What follows belongs to an exercise in optimizing a design on an open flow for small area and a short achievable clock period; a production flow would make more cautious choices. In this exercise RTL edits were held to simulation tests only and were not proved equivalent to the original. Power figures rest on the tool's default switching activity, not on a simulated workload.

Design step_top, start of the top module:
module step_top
(
  input  logic                      clk,
  input  logic                      rst,
  input  logic [7:0]                address,
  input  logic [31:0]               writedata,
  input  logic                      write,
  input  logic                      read,
  output logic [31:0]               readdata,
  output logic [4-1:0] step,
  output logic [4-1:0] dir,
  output logic [4-1:0] enable
);
Size: ~4000 cells after synthesis, roughly 590 flip-flops, ~88 I/O pins, roughly 0.031 mm² of cells after synthesis.
clock: 7.0 ns
lec_check: 0
abc_area: 1
cap_margin: 20
core_margin: 2
core_utilization: 40
cts_cluster_diameter: 100
cts_cluster_size: 20
setup_slack_margin: 4.0
slew_margin: 20
synth_hierarchical: 1
tns_end_percent: 0
standard.sh (not shown) runs the stock make flow with config.mk's settings and CLKGATE_MAP_FILE= SYNTH_SCRIPT=/design/flow/synth_recipe.tcl, a recipe that flattens the netlist after the stock synthesis.
==> flow/flow/run.sh <==
#!/bin/bash
# The standard layout, with plain buffers (not delay cells) on the ports so that
# repair can size them; every port still gets its buffer as in the standard flow.
set -euo pipefail
cd "$(dirname "$0")/.."
bash standard.sh "BUFFER_PORTS_ARGS=-buffer_cell sky130_fd_sc_hd__buf_2" finish > make_finish.log 2>&1
Then changed:
ABC_AREA = default   (was 1)
TNS_END_PERCENT = 5   (was 0)
Outcome: The changed run finished clean. Fmax came out lower by 9.2%. Worst setup slack is worse by 340 ps. Die area drops by 5.8%. Global-route usage is higher by 2.9 points. Total power came out lower by 0.50%. Worst hold slack gains 21 ps.
Then changed:
ABC_AREA = 1   (was default)
CTS_CLUSTER_DIAMETER = 80   (was 100)
CTS_CLUSTER_SIZE = 16   (was 20)
What happened: The new run completed without violations. Synthesized cell count climbs by 39%. Wire length drops by 3.0%. Clock-buffer cell count climbs by 10.

---

## xenon
Another version of the RTL of step_top (not shown whole).
Size: about 3200 cells after synthesis, about 590 flip-flops, ~88 I/O pins, ~29000 µm² of cells after synthesis.
export LEC_CHECK = 0
export ABC_AREA = 1
export CAP_MARGIN = 20
export CORE_MARGIN = 2
export CORE_UTILIZATION = 40
export CTS_CLUSTER_DIAMETER = 100
export CTS_CLUSTER_SIZE = 20
export SETUP_SLACK_MARGIN = 4.0
export SLEW_MARGIN = 20
export SYNTH_HIERARCHICAL = 1
export TNS_END_PERCENT = 0
create_clock -name core_clock -period 7.0 [get_ports {clk}]
==> flow/flow/run.sh <==
#!/bin/bash
# The standard layout with two changes:
# - synthesis is the standard flow's own script with one substitution (flow/mix_synth.tcl):
#   the small register, read-back and bus-decode modules are mapped with ORFS's ABC speed
#   script, the rest with its area script; flip-flops are mapped before that
#   step, so the registers are the standard synthesis's;
# - plain buffers (not delay cells) on the ports, so that repair can size them;
#   every port still gets its buffer as in the standard flow.
set -euo pipefail
cd "$(dirname "$0")/.."
W=$(pwd)
bash standard.sh "SYNTH_SCRIPT=$W/flow/mix_synth.tcl" \
  "BUFFER_PORTS_ARGS=-buffer_cell sky130_fd_sc_hd__buf_2" finish > make_finish.log 2>&1
==> flow/flow/mix_synth.tcl <==
# synth_recipe.tcl (the standard synthesis script) with one change: the
# final technology mapping maps the small register, read-back and decode modules
# (step_hold32, step_readback, step_csr) with ORFS's speed script and every other
# module with ORFS's area script. Flip-flops are mapped before this step, so
# the registers are exactly the standard synthesis's.
proc synth {args} { yosys synth -nofsm -noshare {*}$args }
proc abc {args} {
  set i [lsearch -exact $args -script]
  if {$i < 0} { yosys abc {*}$args; return }
  set fast $args
  set small $args
  lset fast [expr {$i + 1}] $::env(SCRIPTS_DIR)/abc_speed.script
  lset small [expr {$i + 1}] $::env(SCRIPTS_DIR)/abc_area.script
  yosys abc {*}$fast step_hold32 step_readback step_csr
  yosys abc {*}$small step_axis step_top
}
source $::env(SCRIPTS_DIR)/synth.tcl
# left out here: clear keep_hierarchy, flatten, clean up, hide names made inside functions, write 1_2_yosys.v
The following lists how harbor was set up differently from xenon:
Settings: CORE_UTILIZATION now 33, was 40.
### Flow results
- harbor vs xenon: summed area of non-filler cells in the final layout up slightly
- xenon → harbor: power consumed by combinational cells decreased by about 3% relative to the old numbers, global-route wire length before repair has increased.
- Diff xenon -> harbor | sequential share of power | decrease of 0.3 points
- harbor vs xenon, final critical-path required period went down by 0.024 ns.
- For number of tapcells, dividing the value from harbor by the value from xenon gives 1.2.
- For proportion of cell area spent on the clock network, xenon and harbor come out practically identical.
- Re final instance count without filler cells: xenon and harbor aren't equal, and the higher value belongs to harbor.
- harbor: no failed stages, no open violations at the end
- Re via count: xenon and harbor aren't equal, and the higher value belongs to harbor.
For tundra, these inputs were changed with respect to harbor:
Settings: TNS_END_PERCENT now 5, was 0; CORE_UTILIZATION now 40, was 33.
diff --git a/flow/flow/run.sh b/flow/flow/run.sh
--- a/flow/flow/run.sh
+++ b/flow/flow/run.sh
@@ -3,3 +3,3 @@
 # - synthesis is the standard flow's own script with one substitution (flow/mix_synth.tcl):
-#   the small register, read-back and bus-decode modules are mapped with ORFS's ABC speed
+#   the small register and read-back modules are mapped with ORFS's ABC speed
 #   script, the rest with its area script; flip-flops are mapped before that
diff --git a/flow/flow/mix_synth.tcl b/flow/flow/mix_synth.tcl
--- a/flow/flow/mix_synth.tcl
+++ b/flow/flow/mix_synth.tcl
@@ -1,4 +1,4 @@
 # synth_recipe.tcl (the standard synthesis script) with one change: the
-# final technology mapping maps the small register, read-back and decode modules
-# (step_hold32, step_readback, step_csr) with ORFS's speed script and every other
+# final technology mapping maps the small register and read-back modules
+# (step_hold32, step_readback) with ORFS's speed script and every other
 # module with ORFS's area script. Flip-flops are mapped before this step, so
@@ -13,4 +13,4 @@
   lset small [expr {$i + 1}] $::env(SCRIPTS_DIR)/abc_area.script
-  yosys abc {*}$fast step_hold32 step_readback step_csr
-  yosys abc {*}$small step_axis step_top
+  yosys abc {*}$fast step_hold32 step_readback
+  yosys abc {*}$small step_axis step_csr step_top
 }
[summary]
tundra: wire length is 7.6% lower than what harbor reported. Synthesized area per cell (lower): tundra. Compared with harbor, tundra shows a lower wire length of the first global-routing pass. tundra against harbor: timing-limited maximum frequency ~0 delta; period utilization shows no meaningful change; die area now smaller. Against harbor, tundra reports a overall power that is lower. On layout overhead on the synthesized area, harbor and tundra are neck and neck. Per the comparison of tundra with harbor, area occupied by multi-input gates shows no meaningful change, final cell count shows a reduction of 174. Looking at number of placed instances with taps included, tundra sits below harbor.
Edits applied to the flow inputs when going from tundra to garnet:
diff --git a/flow/flow/run.sh b/flow/flow/run.sh
--- a/flow/flow/run.sh
+++ b/flow/flow/run.sh
@@ -3,3 +3,3 @@
 # - synthesis is the standard flow's own script with one substitution (flow/mix_synth.tcl):
-#   the small register and read-back modules are mapped with ORFS's ABC speed
+#   the small register, read-back and bus-decode modules are mapped with ORFS's ABC speed
 #   script, the rest with its area script; flip-flops are mapped before that
diff --git a/flow/flow/mix_synth.tcl b/flow/flow/mix_synth.tcl
--- a/flow/flow/mix_synth.tcl
+++ b/flow/flow/mix_synth.tcl
@@ -1,4 +1,4 @@
 # synth_recipe.tcl (the standard synthesis script) with one change: the
-# final technology mapping maps the small register and read-back modules
-# (step_hold32, step_readback) with ORFS's speed script and every other
+# final technology mapping maps the small register, read-back and decode modules
+# (step_hold32, step_readback, step_csr) with ORFS's speed script and every other
 # module with ORFS's area script. Flip-flops are mapped before this step, so
@@ -13,4 +13,4 @@
   lset small [expr {$i + 1}] $::env(SCRIPTS_DIR)/abc_area.script
-  yosys abc {*}$fast step_hold32 step_readback
-  yosys abc {*}$small step_axis step_csr step_top
+  yosys abc {*}$fast step_hold32 step_readback step_csr
+  yosys abc {*}$small step_axis step_top
 }
==> comparison <==
Higher worst setup slack among garnet and tundra: tundra. Number of enable flip-flop cells after synthesis came out exactly the same in garnet and tundra. Re routed length per placed instance: garnet is about 5% up on tundra.
--- input diff garnet..cedar ---
Settings: swapping 5 for 0 in TNS_END_PERCENT.
diff --git a/flow/flow/run.sh b/flow/flow/run.sh
--- a/flow/flow/run.sh
+++ b/flow/flow/run.sh
@@ -3,3 +3,3 @@
 # - synthesis is the standard flow's own script with one substitution (flow/mix_synth.tcl):
-#   the small register, read-back and bus-decode modules are mapped with ORFS's ABC speed
+#   the small register and read-back modules are mapped with ORFS's ABC speed
 #   script, the rest with its area script; flip-flops are mapped before that
diff --git a/flow/flow/mix_synth.tcl b/flow/flow/mix_synth.tcl
--- a/flow/flow/mix_synth.tcl
+++ b/flow/flow/mix_synth.tcl
@@ -1,4 +1,4 @@
 # synth_recipe.tcl (the standard synthesis script) with one change: the
-# final technology mapping maps the small register, read-back and decode modules
-# (step_hold32, step_readback, step_csr) with ORFS's speed script and every other
+# final technology mapping maps the small register and read-back modules
+# (step_hold32, step_readback) with ORFS's speed script and every other
 # module with ORFS's area script. Flip-flops are mapped before this step, so
@@ -13,4 +13,4 @@
   lset small [expr {$i + 1}] $::env(SCRIPTS_DIR)/abc_area.script
-  yosys abc {*}$fast step_hold32 step_readback step_csr
-  yosys abc {*}$small step_axis step_top
+  yosys abc {*}$fast step_hold32 step_readback
+  yosys abc {*}$small step_axis step_csr step_top
 }
==> run notes <==
- Compared garnet against cedar; post-layout minimum cycle time within noise.
- Diff garnet -> cedar: simple-gate area share of the yosys netlist +0.15 points, total routing usage reported by global routing decreased by 0.77 points relative to the old numbers, via density per instance decreased by 0.085 relative to the old numbers, number of global-route vias before repair went up, internal power consumption closely matched the old numbers.
- In cedar, the share of cell area taken by flip-flops and latches came out 0.18 points below the value in garnet.
- Global-route wire length before repair: cedar < garnet
- From garnet to cedar the numbers moved as follows: maximum fanout encountered on the critical timing path saw an increase, cell area saw an increase, met2 capacity usage during global routing saw little to no change.

---

run A:
The RTL this note starts from:
==> flow/design.v <==
package step_pkg;
  localparam int STEP_AXES = 4;
endpackage
module step_csr
(
  input  logic        rst,
  input  logic [7:0]  address,
  input  logic [31:0] writedata,
  input  logic        write,
  input  logic        read,
  output logic [3:0]  per_w,
  output logic [3:0]  per_k,
  output logic [3:0]  pul_w,
  output logic [3:0]  pul_k,
  output logic [3:0]  dir_w,
  output logic [3:0]  dir_k,
  output logic [3:0]  stop_nx,   
  output logic [3:0]  go_nx,
  output logic        err_nx,    
  output logic        wd_zero,   
  output logic        wd_hi,     
  output logic        rd_hold,   
  output logic        rd_err,    
  output logic [3:0]  rd_st,
  output logic [3:0]  rd_cnt,
  output logic [3:0]  rd_per,
  output logic [3:0]  rd_pul,
  output logic [3:0]  rd_dir
);
  logic [3:0] page;
  logic [3:0] off;
  logic       wr_ok;
  logic       rd_go;
  assign page  = address[7:4];
  assign off   = address[3:0];
  assign wr_ok = ~rst & write;
  assign rd_go = ~rst & read & ~write;
  assign wd_hi   = |writedata[31:1];
  assign wd_zero = ~wd_hi & ~writedata[0];
  assign err_nx  = write & ~((page[3:2] == 2'b00) &&
                             ((off == 4'd0) || (off == 4'd5) ||
                              (off == 4'd6) || (off == 4'd7)));
  assign rd_hold = ~rst & ~(read & ~write);
  assign rd_err  = rd_go & (page == 4'd15) & (off == 4'd0);
  always_comb
    for (int i = 0; i < 4; i++)
    begin
      per_w[i]   = wr_ok & (page == 4'(i)) & (off == 4'd5);
      per_k[i]   = ~rst & ~(write & (page == 4'(i)) & (off == 4'd5));
      pul_w[i]   = wr_ok & (page == 4'(i)) & (off == 4'd6);
      pul_k[i]   = ~rst & ~(write & (page == 4'(i)) & (off == 4'd6));
      dir_w[i]   = wr_ok & (page == 4'(i)) & (off == 4'd7);
      dir_k[i]   = ~rst & ~(write & (page == 4'(i)) & (off == 4'd7));
      stop_nx[i] = wr_ok & (page == 4'(i)) & (off == 4'd0) & writedata[0];
      go_nx[i]   = wr_ok & (page == 4'(i)) & (off == 4'd0) &
                   (writedata[1] | writedata[2]);
      rd_st[i]   = rd_go & (page == 4'(i)) & (off == 4'd2);
      rd_cnt[i]  = rd_go & (page == 4'(i)) & (off == 4'd4);
      rd_per[i]  = rd_go & (page == 4'(i)) & (off == 4'd5);
      rd_pul[i]  = rd_go & (page == 4'(i)) & (off == 4'd6);
      rd_dir[i]  = rd_go & (page == 4'(i)) & (off == 4'd7);
    end
endmodule
import step_pkg::*;
module step_axis
(
  input  logic        clk,
  input  logic        rst,
  input  logic [31:0] wd,        
  input  logic        wd_zero,   
  input  logic        wd_hi,     
  input  logic        per_w,     
  input  logic        per_k,     
  input  logic        pul_w,
  input  logic        pul_k,
  input  logic        dir_w,
  input  logic        dir_k,
  input  logic        stop,      
  input  logic        go,        
  input  logic        go_free,   
  output logic [1:0]  state,
  output logic [31:0] count,
  output logic [31:0] period,
  output logic [31:0] pulses,
  output logic        cfg_dir,
  output logic        step,
  output logic        dir,
  output logic        enable
);
  function automatic logic [31:0] inc32(input logic [31:0] a);
    logic [7:0] ga;
    logic [7:0] ci;
    for (int j = 0; j < 8; j++)
      ga[j] = &a[4*j +: 4];
    ci[0] = 1'b1;
    for (int j = 1; j < 8; j++)
      ci[j] = ci[j-1] & ga[j-1];
    for (int j = 0; j < 8; j++)
    begin
      inc32[4*j]   = a[4*j]   ^ ci[j];
      inc32[4*j+1] = a[4*j+1] ^ (ci[j] & a[4*j]);
      inc32[4*j+2] = a[4*j+2] ^ (ci[j] & a[4*j] & a[4*j+1]);
      inc32[4*j+3] = a[4*j+3] ^ (ci[j] & a[4*j] & a[4*j+1] & a[4*j+2]);
    end
  endfunction
  function automatic logic ge32(input logic [31:0] a, input logic [31:0] b);
    logic [31:0] g, p, gn, pn;
    for (int i = 0; i < 32; i++)
    begin
      g[i] = a[i] & ~b[i];
      p[i] = ~(a[i] ^ b[i]);
    end
    g[0] = g[0] | p[0];
    p[0] = 1'b0;
    for (int s = 1; s < 32; s = s * 2)
    begin
      gn = g;
      pn = p;
      for (int i = 0; i < 32; i++)
        if ((i / s) % 2 == 1)
        begin
          gn[i] = g[i] | (p[i] & g[(i / s) * s - 1]);
          pn[i] = p[i] & p[(i / s) * s - 1];
        end
      g = gn;
      p = pn;
    end
    ge32 = g[31];
  endfunction
  logic        s_free;    
  logic        s_cnt;     
  logic [31:0] t_nx;      
  logic        per_hi;    
  logic        pul_zero;  
  logic        last;      
  logic        step_q;
  logic        idle;
  logic        entry;
  logic        nx_free;
  logic        nx_cnt;
  logic [31:0] period_d;
  logic [31:0] pulses_d;
  logic        per_hi_d;
  logic [31:0] t_inc;
  logic [31:0] c_inc;
  logic        t_run;     
  logic        t_eq;
  assign idle  = ~(s_free | s_cnt);
  assign entry = idle & go;
  assign nx_free = (entry & go_free) | (s_free & ~stop);
  assign nx_cnt  = (entry & ~go_free) |
                   (s_cnt & ~stop & ~pul_zero & ~(step_q & last));
  assign enable = nx_free | nx_cnt;
  assign step   = step_q;
  assign period_d = ({32{per_w}} & wd) | ({32{per_k}} & period);
  assign pulses_d = ({32{pul_w}} & wd) | ({32{pul_k}} & pulses);
  assign per_hi_d = (per_w & wd_hi) | (per_k & per_hi);
  assign t_inc = inc32(t_nx);
  assign c_inc = inc32(count);
  assign t_run = ~rst & ~step_q & ((s_free & ~stop) | (s_cnt & ~stop & ~pul_zero));
  assign t_eq = (t_nx[31:2] == period_d[31:2]) &
                (t_nx[1] == (period_d[1] | ~per_hi_d)) &
                (t_nx[0] == (period_d[0] & per_hi_d));
  logic cnt_s, cnt_k;
  assign cnt_s = ~(rst | entry) & step_q;
  assign cnt_k = ~(rst | entry) & ~step_q;
  always_ff @(posedge clk)
  begin
    period   <= period_d;
    pulses   <= pulses_d;
    per_hi   <= per_hi_d;
    pul_zero <= ~(pul_w | pul_k) | (pul_w & wd_zero) | (pul_k & pul_zero);
    cfg_dir  <= (dir_w & wd[0]) | (dir_k & cfg_dir);
    s_free   <= ~rst & nx_free;
    s_cnt    <= ~rst & nx_cnt;
    step_q   <= t_run & t_eq;
    last     <= ge32(c_inc, pulses_d);
    if (idle)
      t_nx <= 32'd1;
    else if (step_q)
      t_nx <= 32'd2;
    else
      t_nx <= t_inc;
    count    <= ({32{cnt_s}} & c_inc) | ({32{cnt_k}} & count);
    if (rst)
      dir <= 1'b0;
    else if (entry)
      dir <= cfg_dir;
  end
  assign state = {s_cnt, s_free};
endmodule
import step_pkg::*;
module step_top
(
  input  logic                      clk,
  input  logic                      rst,
  input  logic [7:0]                address,
  input  logic [31:0]               writedata,
  input  logic                      write,
  input  logic                      read,
  output logic [31:0]               readdata,
  output logic [4-1:0] step,
  output logic [4-1:0] dir,
  output logic [4-1:0] enable
);
  logic [3:0] per_w, per_k, pul_w, pul_k, dir_w, dir_k;
  logic [3:0] stop_nx, go_nx;
  logic       err_nx;
  logic       wd_zero;
  logic       wd_hi;
  logic       rd_hold;
  logic       rd_err;
  logic [3:0] rd_st, rd_cnt, rd_per, rd_pul, rd_dir;
  logic       wr_err;
  logic [3:0] c_stop;
  logic [3:0] c_go;       
  logic       c_free;     
  logic [3:0][1:0]  st;
  logic [3:0][31:0] cnt;
  logic [3:0][31:0] per;
  logic [3:0][31:0] pul;
  logic [3:0]       cdir;
  step_csr u_csr
  (
    .rst       (rst),
    .address   (address),
    .writedata (writedata),
    .write     (write),
    .read      (read),
    .per_w     (per_w),
    .per_k     (per_k),
    .pul_w     (pul_w),
    .pul_k     (pul_k),
    .dir_w     (dir_w),
    .dir_k     (dir_k),
    .stop_nx   (stop_nx),
    .go_nx     (go_nx),
    .err_nx    (err_nx),
    .wd_zero   (wd_zero),
    .wd_hi     (wd_hi),
    .rd_hold   (rd_hold),
    .rd_err    (rd_err),
    .rd_st     (rd_st),
    .rd_cnt    (rd_cnt),
    .rd_per    (rd_per),
    .rd_pul    (rd_pul),
    .rd_dir    (rd_dir)
  );
  always_ff @(posedge clk)
  begin
    wr_err <= ~rst & (wr_err | err_nx);
    c_free <= writedata[1];
    c_stop <= stop_nx;
    c_go   <= go_nx;
  end
  for (genvar i = 0; i < 4; i++)
  begin : g_axis
    step_axis u_axis
    (
      .clk     (clk),
      .rst     (rst),
      .wd      (writedata),
      .wd_zero (wd_zero),
      .wd_hi   (wd_hi),
      .per_w   (per_w[i]),
      .per_k   (per_k[i]),
      .pul_w   (pul_w[i]),
      .pul_k   (pul_k[i]),
      .dir_w   (dir_w[i]),
      .dir_k   (dir_k[i]),
      .stop    (c_stop[i]),
      .go      (c_go[i]),
      .go_free (c_free),
      .state   (st[i]),
      .count   (cnt[i]),
      .period  (per[i]),
      .pulses  (pul[i]),
      .cfg_dir (cdir[i]),
      .step    (step[i]),
      .dir     (dir[i]),
      .enable  (enable[i])
    );
  end
  logic [31:0] rd_d;
  always_comb
  begin
    rd_d = ({32{rd_hold}} & readdata) | {31'd0, rd_err & wr_err};
    for (int i = 0; i < 4; i++)
      rd_d = rd_d | ({32{rd_cnt[i]}} & cnt[i]) | ({32{rd_per[i]}} & per[i]) |
                    ({32{rd_pul[i]}} & pul[i]) | {30'd0, {2{rd_st[i]}} & st[i]} |
                    {31'd0, rd_dir[i] & cdir[i]};
  end
  always_ff @(posedge clk)
    readdata <= rd_d;
endmodule
clock: 7.0 ns
lec_check: 0
abc_area: 1
cap_margin: 20
core_margin: 2
core_utilization: 40
cts_cluster_diameter: 100
cts_cluster_size: 20
setup_slack_margin: 4.0
slew_margin: 20
tns_end_percent: 5
==> flow/flow/run.sh <==
#!/bin/bash
# The standard layout, with plain buffers (not delay cells) on the ports so that
# repair can size them; every port still gets its buffer as in the standard flow.
set -euo pipefail
cd "$(dirname "$0")/.."
bash standard.sh "BUFFER_PORTS_ARGS=-buffer_cell sky130_fd_sc_hd__buf_2" finish > make_finish.log 2>&1
Run A completed; timing, DRC and antenna clean
> inputs changed (run A -> run B)
diff --git a/flow/config.mk b/flow/config.mk
--- a/flow/config.mk
+++ b/flow/config.mk
@@ -11 +11 @@
-export CORE_UTILIZATION = 40
+export CORE_UTILIZATION = 34
@@ -15,0 +16 @@
+export SYNTH_HIERARCHICAL = 1
==> comparison <==
- Run B ended with more maximum clock frequency than run A.
- Run A -> run B: worst clock skew flat
- On post-detailed-placement half-perimeter wirelength, run A loses to run B.
- In the reports for run A and run B, the smaller multi-input logic cell count belongs to run A.
- Delta(wire length of the first global-routing pass, run B - run A) < 0
- Run A → run B: post-synthesis instance area increased by about 3.5% relative to the old numbers, relative max-transition margin increased by 6.9 points relative to the old numbers, global-route usage decreased by 5.9 points relative to the old numbers.
- The logic depth of the worst register-to-register path of run B is lower than that of run A.
- Looking at critical path's slowest cell, the sky130_fd_sc_hd__nor2_4 result is from run B; the sky130_fd_sc_hd__nor2_2 one comes from run A.
- Area fraction in compound gates after synthesis (higher): run A
- Compared with run A, run B shows a higher total of clock buffers placed in the layout.
Changes in run C relative to run B:
diff --git a/flow/config.mk b/flow/config.mk
--- a/flow/config.mk
+++ b/flow/config.mk
@@ -11 +11 @@
-export CORE_UTILIZATION = 34
+export CORE_UTILIZATION = 40
@@ -16,2 +16 @@
-export SYNTH_HIERARCHICAL = 1
-export TNS_END_PERCENT = 5
+export TNS_END_PERCENT = 0
## What came out
Of run B and run C, the lower number of unique standard cell types used by synthesis belongs to run B. The signed area change from the synthesized netlist to the final layout reported for run C is smaller than that of run B by 5.3 points. Met3 track demand over resource in global routing: run C > run B. Summary of run C over run B: flip-flop and latch share of the layout cell area now larger, total wire length shrank by 550 um, wire length per cell +9.3%, sequential fraction of the synthesis area went up by 1.4 points. In run C, the post-layout minimum cycle time came out 0.085 ns above the value in run B. Looking at worst setup path endpoint, the g_axis[3].u_axis.last result is from run C; the readdata[7] one comes from run B. Run C vs run B on final setup slack of the worst path: run C is the lower one. Lower count of clock-buffer cells in the layout was reported by run C, not run B. In the tables for run B and run C, maximum net fanout on the critical path reads lower with run C. Run C ended up with writedata[21] as its worst setup path startpoint; run B ended up with address[2].
Input-level comparison between run D and run C:
diff --git a/flow/config.mk b/flow/config.mk
--- a/flow/config.mk
+++ b/flow/config.mk
@@ -16 +16,2 @@
-export TNS_END_PERCENT = 0
+export SYNTH_HIERARCHICAL = 1
+export TNS_END_PERCENT = 15
Notes after the runs:
Run D vs run C — weighted congestion reported at the end of routability-driven placement dropped by a few percent. Run D has die area above what run C had. Measured against each other, run D and run C differ in critical path depth, the higher figure coming from run D. Comparing run D and run C, the higher share of synthesized area occupied by flip-flops and latches is on run C. In the flow results for run D and run C, the placed cell area is larger on run D. Relative to run C, total chip power has decreased by about 0.6% in run D. Combined global-route utilization of all metal layers down 0.71 points in run D wrt run C. Run D packs its core tighter than run C. Final standard cell area without fillers on run D is up relative to run C.

[static timing again, ports no longer ideal]
The results above use ideal ports. As a check the final layouts listed here were re-extracted and re-timed, cells and wires unchanged. Step 1 (the two cells are an assumption about what drives the block):
set clk [get_ports {clk}]
set_driving_cell -lib_cell sky130_fd_sc_hd__clkbuf_16 $clk
set_driving_cell -lib_cell sky130_fd_sc_hd__buf_2 [delete_from_list [all_inputs] $clk]
Step 2 also shifts input and output timing later by t, the mid clock arrival at the registers, as if the neighbouring blocks saw the same clock. Three values: ideal ports, drivers, drivers and shift; two values: the first two.
run | shift t [ns] | slack for setup (ns) | worst register clock-pin slew, ns
the first run of note 1 | 0.643 | 3.680 / 3.681 / 3.038 | 0.09 / 0.09
the second run of note 1 | 0.653 | 3.342 / 3.372 / 2.719 | 0.10 / 0.10
the third run of note 1 | 0.659 | 3.697 / 3.723 / 3.064 | 0.08 / 0.08
xenon | 0.655 | 3.624 / 3.670 / 3.015 | 0.09 / 0.09
harbor | 0.659 | 3.648 / 3.636 / 3.032 | 0.09 / 0.09
tundra | 0.642 | 3.638 / 3.664 / 3.022 | 0.09 / 0.09
garnet | 0.651 | 3.590 / 3.632 / 2.981 | 0.09 / 0.09
cedar | 0.647 | 3.593 / 3.634 / 2.988 | 0.09 / 0.09
run A | 0.657 | 3.529 / 3.563 / 2.910 | 0.10 / 0.10
run B | 0.639 | 3.631 / 3.643 / 3.003 | 0.10 / 0.10
run C | 0.656 | 3.547 / 3.575 / 2.919 | 0.10 / 0.10
run D | 0.645 | 3.707 / 3.747 / 3.102 | 0.10 / 0.10
After both steps every run listed still meets setup and hold. For the first run of note 1, which loses most, drivers alone change the setup slack by +0.001 ns; drivers and shift together by -0.642 ns.
